From an optimization exercise on the open Yosys and OpenROAD flow, aimed at small area, a short achievable clock period and few clock cycles; shortcuts taken in it are not production practice. Only simulation tests tie the RTL to the original design; equivalence was not proved. Power is estimated from default activity; no workload was simulated.

[design/flow/config.mk]
export PLATFORM = sky130hd
export DESIGN_NAME = hashed_key_value_table_core
export DESIGN_NICKNAME = hashed_key_value_table_core
export VERILOG_FILES = /design/flow/design.v
export SDC_FILE = /design/flow/constraint.sdc
export NUM_CORES = 4
export LEC_CHECK = 0
export CAP_MARGIN = 20
export CORE_MARGIN = 2
export CORE_UTILIZATION = 55
export CTS_CLUSTER_DIAMETER = 80
export CTS_CLUSTER_SIZE = 25
export SETUP_SLACK_MARGIN = 1.9
export SLEW_MARGIN = 20
[design/flow/constraint.sdc]
create_clock -name core_clock -period 4.5 [get_ports {clk}]
set_input_delay 0.9000 -clock core_clock [delete_from_list [all_inputs] [get_ports {clk}]]
set_output_delay 0.9000 -clock core_clock [all_outputs]
set_load 0.01 [all_outputs]
[design/flow/design.v]
package hkv_pkg;
    localparam int KEY_W   = 31;
    localparam int VALUE_W = 32;
    localparam int OP_W    = 2;
    localparam int STAT_W  = 2;
    localparam int DEFAULT_BUCKETS = 16;
    localparam int DEFAULT_WAYS    = 4;
    localparam logic [OP_W-1:0] OP_INSERT = 2'd0;
    localparam logic [OP_W-1:0] OP_READ   = 2'd1;
    localparam logic [OP_W-1:0] OP_DELETE = 2'd2;
    localparam logic [STAT_W-1:0] ST_DONE      = 2'd0;
    localparam logic [STAT_W-1:0] ST_NOT_FOUND = 2'd1;
    localparam logic [STAT_W-1:0] ST_FULL      = 2'd2;
    localparam logic [VALUE_W-1:0] VAL_MISS = 32'hFFFF_FFFF;
    localparam logic [VALUE_W-1:0] VAL_ACK  = 32'h0000_0001;
    typedef struct packed {
        logic found;
        logic have_free;
    } way_hit_t;
endpackage
import hkv_pkg::*;
module hashed_key_value_table_core
#(
    parameter int BUCKETS = DEFAULT_BUCKETS,
    parameter int WAYS    = DEFAULT_WAYS
)
(
    input  logic                      clk,
    input  logic                      rst_n,
    input  logic                      start,
    output logic                      busy,
    input  logic [OP_W-1:0]           operation,
    input  logic [KEY_W-1:0]          key,
    input  logic signed [VALUE_W-1:0] value,
    output logic                      done,
    output logic signed [VALUE_W-1:0] result_value,
    output logic                      hit,
    output logic [STAT_W-1:0]         status
);
    localparam int BW = 4;             
    localparam int TW = KEY_W - BW;    
    localparam int NW = BUCKETS * WAYS;
    logic [NW*TW-1:0]      tag_mem;      
    logic [NW*VALUE_W-1:0] val_mem;      
    logic [NW-1:0]         valid_q;
    logic               a_vld, c_vld, d_vld;
    logic [OP_W-1:0]    a_op, c_op;
    logic [KEY_W-1:0]   a_key, c_key, d_key;
    logic [VALUE_W-1:0] a_val, c_val, d_val;
    logic [BUCKETS-1:0] a_bsel;
    localparam int NG = 4;             
    localparam int GW = (TW + NG - 1) / NG;
    logic [WAYS*NG-1:0] c_part;        
    logic [WAYS-1:0]    c_kill2, c_frc2, c_v;
    logic               c_sb1, c_eq1;
    logic [WAYS-1:0]    d_ins, d_del;
    logic [NW-1:0]      d_we, d_rs;
    logic               d_k0, d_k1, d_hit, d_dl;
    logic [STAT_W-1:0]  d_st;
    logic               done_q, hit_q;
    logic [VALUE_W-1:0] res_q;
    logic [STAT_W-1:0]  st_q;
    assign busy = 1'b0;
    always_ff @(posedge clk or negedge rst_n)
    begin
        if (!rst_n)
        begin
            a_vld  <= 1'b0;
            c_vld  <= 1'b0;
            d_vld  <= 1'b0;
            done_q <= 1'b0;
        end
        else
        begin
            a_vld  <= start;
            c_vld  <= a_vld;
            d_vld  <= c_vld;
            done_q <= d_vld;
        end
    end
    always_ff @(posedge clk)
    begin
        a_op  <= operation;
        a_key <= key;
        a_val <= value;
        for (int b = 0; b < BUCKETS; b++)
            a_bsel[b] <= (key[BW-1:0] == BW'(b));
    end
    logic [WAYS*TW-1:0] a_row;
    logic [WAYS-1:0]    a_rowv;
    always_comb
    begin
        for (int w = 0; w < WAYS; w++)
        begin
            a_row[w*TW +: TW] = '0;
            a_rowv[w]         = 1'b0;
            for (int b = 0; b < BUCKETS; b++)
            begin
                a_row[w*TW +: TW] = a_row[w*TW +: TW] | (tag_mem[(b*WAYS+w)*TW +: TW] & {TW{a_bsel[b]}});
                a_rowv[w]         = a_rowv[w] | (valid_q[b*WAYS+w] & a_bsel[b]);
            end
        end
    end
    logic a_sb1, a_eq1, a_sb2, a_eq2;
    assign a_sb1 = c_vld && (a_key[BW-1:0] == c_key[BW-1:0]);
    assign a_sb2 = d_vld && (a_key[BW-1:0] == d_key[BW-1:0]);
    assign a_eq1 = (a_key == c_key);
    assign a_eq2 = (a_key == d_key);
    logic [WAYS*NG-1:0] a_part;
    logic [WAYS-1:0]    a_v, a_kill2, a_frc2;
    always_comb
    begin
        for (int w = 0; w < WAYS; w++)
            for (int g = 0; g < NG; g++)
            begin
                a_part[w*NG+g] = 1'b1;
                for (int k = g*GW; k < (g+1)*GW && k < TW; k++)
                    if (a_row[w*TW+k] != a_key[BW+k])
                        a_part[w*NG+g] = 1'b0;
                if (g == 0)
                    a_part[w*NG+g] = a_part[w*NG+g] & a_rowv[w];
            end
        a_v     = a_rowv;
        a_kill2 = '0;
        a_frc2  = '0;
        if (a_sb2)
        begin
            a_v     = (a_rowv & ~d_del) | d_ins;
            a_kill2 = d_ins | d_del;
            a_frc2  = d_ins & {WAYS{a_eq2}};
        end
    end
    always_ff @(posedge clk)
    begin
        c_op  <= a_op;
        c_key <= a_key;
        c_val <= a_val;
        c_part  <= a_part;
        c_kill2 <= a_kill2;
        c_frc2  <= a_frc2;
        c_v     <= a_v;
        c_sb1 <= a_sb1;
        c_eq1 <= a_eq1;
    end
    logic [WAYS-1:0]    c_m3, c_v3, c_free;
    logic               c_found, c_has_free;
    logic [WAYS-1:0]    c_ins, c_del, c_upd;
    logic               c_rd, c_ack, c_hit;
    logic [STAT_W-1:0]  c_st;
    logic [BUCKETS-1:0] c_bsel;
    always_comb
        for (int b = 0; b < BUCKETS; b++)
            c_bsel[b] = (c_key[BW-1:0] == BW'(b));
    logic [WAYS-1:0] c_m;
    always_comb
        for (int w = 0; w < WAYS; w++)
            c_m[w] = c_kill2[w] ? c_frc2[w] : &c_part[w*NG +: NG];
    always_comb
    begin
        c_v3 = c_v;
        c_m3 = c_m;
        if (c_sb1)
        begin
            c_v3 = (c_v & ~d_del) | d_ins;
            c_m3 = (c_m & ~d_del & ~d_ins) | (d_ins & {WAYS{c_eq1}});
        end
        c_found    = |c_m3;
        c_has_free = ~&c_v3;
        c_free     = '0;
        for (int w = WAYS - 1; w >= 0; w--)
            if (!c_v3[w])
                c_free = WAYS'(1) << w;
        c_ins = '0;
        c_del = '0;
        c_upd = '0;
        c_rd  = 1'b0;
        c_ack = 1'b0;
        c_hit = 1'b0;
        c_st  = ST_NOT_FOUND;
        if (c_vld)
        begin
            case (c_op)
                OP_INSERT:
                begin
                    if (c_found)
                    begin
                        c_upd = c_m3;
                        c_ack = 1'b1;
                        c_hit = 1'b1;
                        c_st  = ST_DONE;
                    end
                    else if (c_has_free)
                    begin
                        c_ins = c_free;
                        c_ack = 1'b1;
                        c_st  = ST_DONE;
                    end
                    else
                        c_st  = ST_FULL;
                end
                OP_READ:
                    if (c_found)
                    begin
                        c_rd  = 1'b1;
                        c_hit = 1'b1;
                        c_st  = ST_DONE;
                    end
                OP_DELETE:
                    if (c_found)
                    begin
                        c_del = c_m3;
                        c_rd  = 1'b1;
                        c_hit = 1'b1;
                        c_st  = ST_DONE;
                    end
                default: ;
            endcase
        end
    end
    always_ff @(posedge clk or negedge rst_n)
    begin
        if (!rst_n)
        begin
            d_ins <= '0;
            d_del <= '0;
            d_dl  <= 1'b0;
        end
        else
        begin
            d_ins <= c_ins;
            d_del <= c_del;
            d_dl  <= |c_del;
        end
    end
    always_ff @(posedge clk)
    begin
        d_key <= c_key;
        d_val <= c_val;
        for (int b = 0; b < BUCKETS; b++)
            for (int w = 0; w < WAYS; w++)
            begin
                d_we[b*WAYS+w] <= c_bsel[b] & (c_ins[w] | c_upd[w]);
                d_rs[b*WAYS+w] <= c_bsel[b] & c_m3[w] & c_rd;
            end
        d_k0  <= !c_rd;
        d_k1  <= !c_rd && !c_ack;
        d_hit <= c_hit;
        d_st  <= c_st;
    end
    always_ff @(posedge clk)
    begin
        for (int i = 0; i < NW; i++)
            if (d_we[i])
            begin
                tag_mem[i*TW +: TW]           <= d_key[KEY_W-1:BW];
                val_mem[i*VALUE_W +: VALUE_W] <= d_val;
            end
    end
    always_ff @(posedge clk or negedge rst_n)
    begin
        if (!rst_n)
            valid_q <= '0;
        else
            for (int i = 0; i < NW; i++)
                if (d_we[i] || (d_rs[i] && d_dl))
                    valid_q[i] <= d_we[i];
    end
    logic [VALUE_W-1:0] d_rval;
    always_comb
    begin
        d_rval = '0;
        for (int i = 0; i < NW; i++)
            d_rval = d_rval | (val_mem[i*VALUE_W +: VALUE_W] & {VALUE_W{d_rs[i]}});
    end
    always_ff @(posedge clk)
    begin
        res_q <= d_rval | {{(VALUE_W-1){d_k1}}, d_k0};
        hit_q <= d_hit;
        st_q  <= d_st;
    end
    assign done         = done_q;
    assign result_value = res_q;
    assign hit          = hit_q;
    assign status       = st_q;
endmodule
[design/flow/run.sh]
#!/bin/bash
# synth_recipe.tcl (not shown) runs the flow's synth.tcl, then flattens the netlist and writes it again
# the make line also repeats each setting of config.mk as NAME=value (left out here)
make -C /OpenROAD-flow-scripts/flow DESIGN_CONFIG=/design/flow/config.mk WORK_HOME=/design/flow/orfs CLKGATE_MAP_FILE= SYNTH_SCRIPT=/design/flow/synth_recipe.tcl finish
==> out/metrics.yaml, run 1 <==
outcome: "timing/DRC/antenna clean"
drive_gt1_share_pct: 10.62
antenna_found_initial: 47
wl_met1_microns: 203200
drtIter0Drc: 21340
firstDrtPassIters: 8
rows: 190
leakage_uw: 0.05021
async_flop_share_pct: 1.808
synth_cells: 7736
report.final.slew_viol_count: 0
hold_viol: 0
grt_remaining_overflow: 0
hold_path_class: "primary input to async pin"
synth_warnings: 1
wl_per_cell_microns: 49.58
synth_cell_types: 41
grt_first_pass_wirelength_microns: 749100
finalInstanceArea_sq_um: 162000
synthToLayoutAreaGrowth_pct: 9.732
synthesis.nets: 7807
clock_latency_ns: 0.96
worst_pin_slew_ns: 1.299
ctsRootBufferMaster: "clkbuf_16"
initial_core_util_pct: 55.20
path_class: "flip-flop to flip-flop"
fin_worst_skew_ns: 0.05266
crit_slowest_cell: "nor3_1"
slew_headroom_pct: 13.40
clock-sinks: 4260
cts_max_path_buffers: 4
cts_tree: "built"
grt_pass1_vias: 82050
h-tree-depth: 4
path_max_fanout: 28
avgSynthCellArea_sq_um: 19.08
viasPerCell: 7.813
maxUsedRoutingLayer: "met5"
clk_pin_slew_ns: 0.10
cp.required_ns: 5.31
cp.arrival_ns: 3.56
setup.worst_path.start: "d_rs[41]$_DFF_P_"
vdd_drop_max_uv: 379.8
synth_seq_area_share_pct: 83.63
die_area_sq_um: 272600
grt.total_usage_pct: 41.44
hold_buffers: 0
drcViolationCount: 0
io_buffers: 103
min_period_over_period_pct: 61.14
fmax_ghz: 0.3635
end_kind: "flip-flop"
nFillCells: 19180
power_density_nw_per_um2: 409.4
r2r-start: "d_rs[41]$_DFF_P_"
core_sq_um: 267400
min_period_ns: 2.751
endpoint: "res_q[1]$_DFF_P_"
regToRegSetupSlack_ns: 1.75
grt_max_degree: 79
rsz0062_at_grt: "yes"
synth-main-ff-cell: "edfxtp_1"
post_dp_cell_area_sq_um: 155200
wl_microns: 579500
setup_viol: 0
fin_tns_setup_ns: 0
vias: 91320
gp_congestion: 0.8734
syn_area_sq_um: 147600
cp-start-kind: "flip-flop"
cts_buffers: 201
path_cells: "buf_12 -> a22oi_1 -> nand4_1 -> nor3_1 -> nand2_1"
ys_seq_elements: 4260
r2r_cells: 5
max-cap-violations: 0
die_w_microns: 522.1
place_hpwl_microns: 298100
synth_edf_count: 3776
multiInputGateArea_sq_um: 22510
io_pins: 105
postRouteAntennaNets: 0
wl_met3_microns: 102200
layout.area.seq_sq_um: 124000
rr_endpoint: "res_q[1]$_DFF_P_"
met2WireLength_microns: 244400
worst_path_largest_cell_delay_ns: 0.65
nets: 8029
die_h_microns: 522.1
-- placed cells by master (no fill, tap or decap), drive strengths merged, types with 57 or more instances in the layout --
master and n:
dfrtp 77, nand4 332, nor2 143, a21o 68, dfxtp 407, buf 382, a221oi 563, clkdlybuf4s50 66
edfxtp 3776, nor3 57, a22o 534, xnor2 100, a22oi 764, xor2 70, nand2 155, clkbuf 340
-- Yosys cell counts (all sizes together) (13+ instances only) --
cell type  count  area share (%)
edfxtp      3776              77
a22oi        764             3.9
a221oi       563             3.3
a22o         534             3.2
dfxtp        407             5.5
clkbuf       374            0.95
nand4        332             1.4
nand2        155            0.39
nor2         143            0.38
xnor2        100            0.59
buf           93            0.27
dfrtp         77             1.3
xor2          70            0.42
a21o          68            0.35
nor3          57            0.20
nor4          56            0.24
nand3         44            0.15
a21oi         36            0.12
a222oi        32            0.22
nand2b        13           0.055
-- metal layers --
layer  track usage, %  vias up
met5           0.7371        -
met2            58.38     9581
li1                 -    32760
met1            59.47    47380
met4            16.47       42
met3            14.28     1556
-- logic make-up (layout without fill, tap and decap cells) --
logic type                 count (synthesis)  count (layout)  share of synthesized area (%)
and+or+nand+nor                          814             814                          2.895
DFF                                     4260            4260                          83.63
adders and majority gates                  3               3                        0.02543
buffers and inverters                    469             843                          1.222
xor gates and xnor gates                 170             170                          1.009
AOI/OAI and AO/OA                       2019            2019                          11.22
other                                      1              27                       0.002540
-- flip-flops by register name (all words and copies together) (netlist names), 32 cells and up --
register / count
val_mem: 2048
tag_mem: 1728
d_rs: 64
d_we: 64
valid_q: 64
a_val: 32
c_val: 32
d_val: 32
res_q: 32
-- per-stage QoR --
stage	total power [uW]	cells	utilization (%)	hold slack, ns	setup WS (ns)
floorplan	45080	7736	-	0.3096	2.253
global placement	45940	11270	58.00	0.3105	0.2846
detailed placement	45970	11270	58.04	0.3121	1.449
CTS	66110	11640	60.39	0.04180	1.842
global route	67500	11660	60.55	0.1131	1.895
finish	66330	11690	60.57	0.04765	1.749
-- power breakdown --
part	internal [uW]	leakage (uW)	switching, uW
registers	43100	0.0384	439
logic	543	0.00897	1170
clock network	8840	0.00281	12300
total	52400	0.0502	13900
-- critical path: cells and delay by family (launching register included) --
family	cells	cell delay, ns
and+or+nand+nor	3	1.24
DFF	1	0.45
AOI/OAI and AO/OA	1	0.55
buffers and inverters	1	0.26
-- repair_timing --
item                                    4_1_cts  5_1_grt
cloned                                        0        3
endpoints found under the setup margin       73       52
setup buffers                                14       15
pin swaps                                     1        4
resized for setup                            96       25
-- area by class of cell --
| type | instances | share of cell area (%) |
|---|---|---|
| flip-flops and latches | 4260 | 76.55 |
| well taps | 3552 | 2.743 |
| clock inverters | 19 | 0.1305 |
| diodes | 26 | 0.04016 |
| clock buffers | 336 | 3.496 |
| multi-input cells | 3007 | 13.89 |
| repair buffers | 486 | 3.139 |
| inverters | 2 | 0.004634 |
-- worst min path at each step --
| stage | to | start | slack, ns | cells past startpoint |
|---|---|---|---|---|
| floorplan | c_op[0]$_DFF_P_ | a_op[0]$_DFF_P_ | 0.31 | 0 |
| global placement | c_val[9]$_DFF_P_ | a_val[9]$_DFF_P_ | 0.31 | 0 |
| detailed placement | c_val[17]$_DFF_P_ | a_val[17]$_DFF_P_ | 0.31 | 0 |
| CTS | valid_q[1]$_DFFE_PN0P_ | rst_n | 0.04 | 1 |
| global route | valid_q[18]$_DFFE_PN0P_ | rst_n | 0.11 | 1 |
| finish | valid_q[61]$_DFFE_PN0P_ | rst_n | 0.05 | 1 |
Testbench counts, summed over its fixed seeds: cycles 16,032.
==> run 2: changes to the inputs <==
--- a/design/flow/config.mk
+++ b/design/flow/config.mk
@@ -10,5 +10,6 @@
 export CORE_UTILIZATION = 55
 export CTS_CLUSTER_DIAMETER = 80
 export CTS_CLUSTER_SIZE = 25
-export SETUP_SLACK_MARGIN = 1.9
+export SETUP_SLACK_MARGIN = 2.1
 export SLEW_MARGIN = 20
+export TNS_END_PERCENT = 10
==> out/metrics.yaml, run 2 <==
outcome: "timing/DRC/antenna clean"
min_period_over_period_pct: 62.32
synthToLayoutAreaGrowth_pct: 9.753
r2r-start: "d_rs[41]$_DFF_P_"
p_switching_uw: 13860
gp_congestion: 0.8734
synth_edf_count: 3776
hold_path_class: "primary input to async pin"
nFillCells: 19170
combinationalPowerShare_pct: 2.6
cts_buffers: 201
initial_core_util_pct: 55.20
synth.most_common_cell: "edfxtp_1"
power_density_nw_per_um2: 409.3
h-tree-depth: 4
rr_endpoint: "res_q[1]$_DFF_P_"
ctsRootBufferMaster: "clkbuf_16"
nets: 8034
synthesis.nets: 7807
layout.area.seq_sq_um: 124000
die_w_microns: 522.1
synth_cell_types: 41
ys_seq_elements: 4260
cp.required_ns: 5.31
io_buffers: 103
r2r_cells: 5
drcViolationCount: 0
leakage_uw: 0.05026
avgSynthCellArea_sq_um: 19.08
max-cap-violations: 0
antenna_found_initial: 44
report.final.slew_viol_count: 0
firstDrtPassIters: 6
syn_area_sq_um: 147600
swShare_pct: 20.90
grt_remaining_overflow: 0
synth.area.top_cells: "edfxtp_1 77%, dfxtp_1 5.5%, a22oi_1 3.9%"
core_sq_um: 267400
min_period_ns: 2.804
rows: 190
regToRegSetupSlack_ns: 1.70
clk_pin_slew_ns: 0.10
fin_util_pct: 60.58
mostFrequentLayoutCell: "edfxtp_1"
fin_worst_skew_ns: 0.05559
place_hpwl_microns: 298100
drtIter0Drc: 22010
clock-sinks: 4260
synth_top_area_cell: "edfxtp_1"
synth_warnings: 1
drive_gt1_share_pct: 10.62
end_kind: "flip-flop"
vias: 91160
most-common-layout-cells: "3776 x edfxtp_1, 764 x a22oi_1, 560 x a221oi_1"
internal-power_uw: 52450
largest_reg_flops: 2048
clkPwrFrac_pct: 31.8
cts_tree: "built"
grt_first_pass_wirelength_microns: 754000
hold_viol: 0
rsz0062_at_grt: "yes"
final_cells: 11690
synth_seq_area_share_pct: 83.63
vdd_drop_max_uv: 376.4
synth_common_cells: "3776 x edfxtp_1, 764 x a22oi_1, 563 x a221oi_1, 534 x a22o_1, 407 x dfxtp_1"
cp-start-kind: "flip-flop"
reg_top3: "val_mem: 2048 flops, tag_mem: 1728 flops"
path_class: "flip-flop to flip-flop"
slew_headroom_pct: 11.03
fmax_ghz: 0.3566
cts_max_path_buffers: 4
grt_pass1_vias: 82100
clock_latency_ns: 0.95
worst_pin_slew_ns: 1.335
cp.arrival_ns: 3.61
io_pins: 105
die_h_microns: 522.1
multiInputGateArea_sq_um: 22480
place_inst: 11270
wl_per_cell_microns: 49.41
p_seq_share_pct: 65.6
synth_cells: 7736
regMostFlops: "val_mem"
wl_microns: 577500
viasPerCell: 7.799
die_area_sq_um: 272600
grt.total_usage_pct: 41.77
synth-main-ff-cell: "edfxtp_1"
async_flop_share_pct: 1.808
grt_max_degree: 74
setup_viol: 0
postRouteAntennaNets: 0
path_max_fanout: 28
netlist.area_leader.share_pct: 76.81
fin_tns_setup_ns: 0
==> run 2: changes by cell type in the layout (fill, tap and decap cells not counted), sizes merged, moves of 3 or more <==
cell           delta
buf              +15
clkdlybuf4s50     +3
diode             -4
dlygate4sd2       -8
clkdlybuf4s15     -3
clkbuf            -4
==> run 2: cell type report <==
type / instances / area share, %
Clock inverter: 19 / 0.1305
Antenna cell: 22 / 0.03398
Multi-Input combinational cell: 3007 / 13.87
Tap cell: 3552 / 2.743
Clock buffer: 336 / 3.495
Inverter: 2 / 0.004633
Timing Repair Buffer: 491 / 3.188
Sequential cell: 4260 / 76.53
==> run 2: logic make-up after synthesis <==
kind of cell    share of synthesized area, %
compound gates                         11.22
xor+xnor                               1.009
buf+inv                                1.222
fa+ha+maj                            0.02543
flops                                  83.63
simple gates                           2.895
other cells                         0.002540
==> run 2: worst max path at each step <==
stage / from / end / slack [ns] / cells past startpoint
global route: a_bsel[6]$_DFF_P_ / c_part[10]$_SDFF_PP0_ / 1.80 / 7
global placement: a_bsel[5]$_DFF_P_ / c_part[7]$_SDFF_PP0_ / 0.28 / 7
floorplan: d_key[9]$_DFF_P_ / c_frc2[0]$_SDFF_PN0_ / 2.25 / 6
CTS: res_q[22]$_DFF_P_ / result_value[22] / 1.79 / 1
finish: d_rs[41]$_DFF_P_ / res_q[1]$_DFF_P_ / 1.70 / 5
detailed placement: a_bsel[7]$_DFF_P_ / c_part[3]$_SDFF_PP0_ / 1.45 / 9
==> run 2: timing repair <==
action                     in CTS  in global routing
gates resized for setup       118                 14
pin swaps                       1                  2
setup endpoints to repair     119                161
hold buffers                    0                  0
buffers inserted               36                  0
gates cloned                    1                  0
==> run 2: stage by stage <==
step	hold WS (ns)	power (uW)	instance area [sq um]	worst slack [ns]
after detailed placement	0.3121	45970	155200	1.449
final	0.02516	66310	162000	1.696
after global routing	0.1215	67500	162000	1.803
after CTS	0.04180	66140	161900	1.795
after floorplan	0.3096	45080	147600	2.253
after global placement	0.3105	45940	155100	0.2846
==> run 2: layer usage <==
layer	vias up	track usage, %	wire length [microns]
met3	1588	14.38	101300
met1	47450	60.10	203900
li1	32770	-	-
met5	-	0.7371	406
met2	9325	58.35	242200
met4	22	17.29	29710
==> run 2: power groups by stage <==
stage                     clock network, uW  registers (uW)  logic [uW]
after floorplan                           0           44400         716
after global placement                    0           44400        1520
after detailed placement                  0           44400        1550
after CTS                             21000           43500        1660
after global routing                  22200           43500        1770
final                                 21100           43500        1720
==> run 2: critical path: stages (launching register included) <==
cell and delay [ns]:
dfxtp_2 0.46, buf_12 0.25, a22oi_1 0.56, nand4_1 0.47
nor3_1 0.66, nand2_1 0.11

[static timing again, ports no longer ideal]
Ports are ideal in the flow. The routed layouts listed here were re-timed in OpenROAD. Step 1 assumes that a clkbuf_16 drives the clock port and a buf_2 every other input. Step 2 also shifts input and output timing later by t, the mid clock arrival at the registers, as if the neighbouring blocks saw the same clock. Three values: ideal ports, drivers, drivers and shift; two values: the first two.
run | shift t [ns] | setup WS [ns] | worst hold slack (ns) | worst setup path at the end | pins driven straight from the clock port
run 1 | 1.042 | 1.749 / 1.749 / 1.749 | 0.048 / 0.199 / 0.311 | register to register | 1
run 2 | 1.043 | 1.696 / 1.696 / 1.696 | 0.025 / 0.159 / 0.310 | register to register | 1
After both steps setup and hold are still met in every run listed.
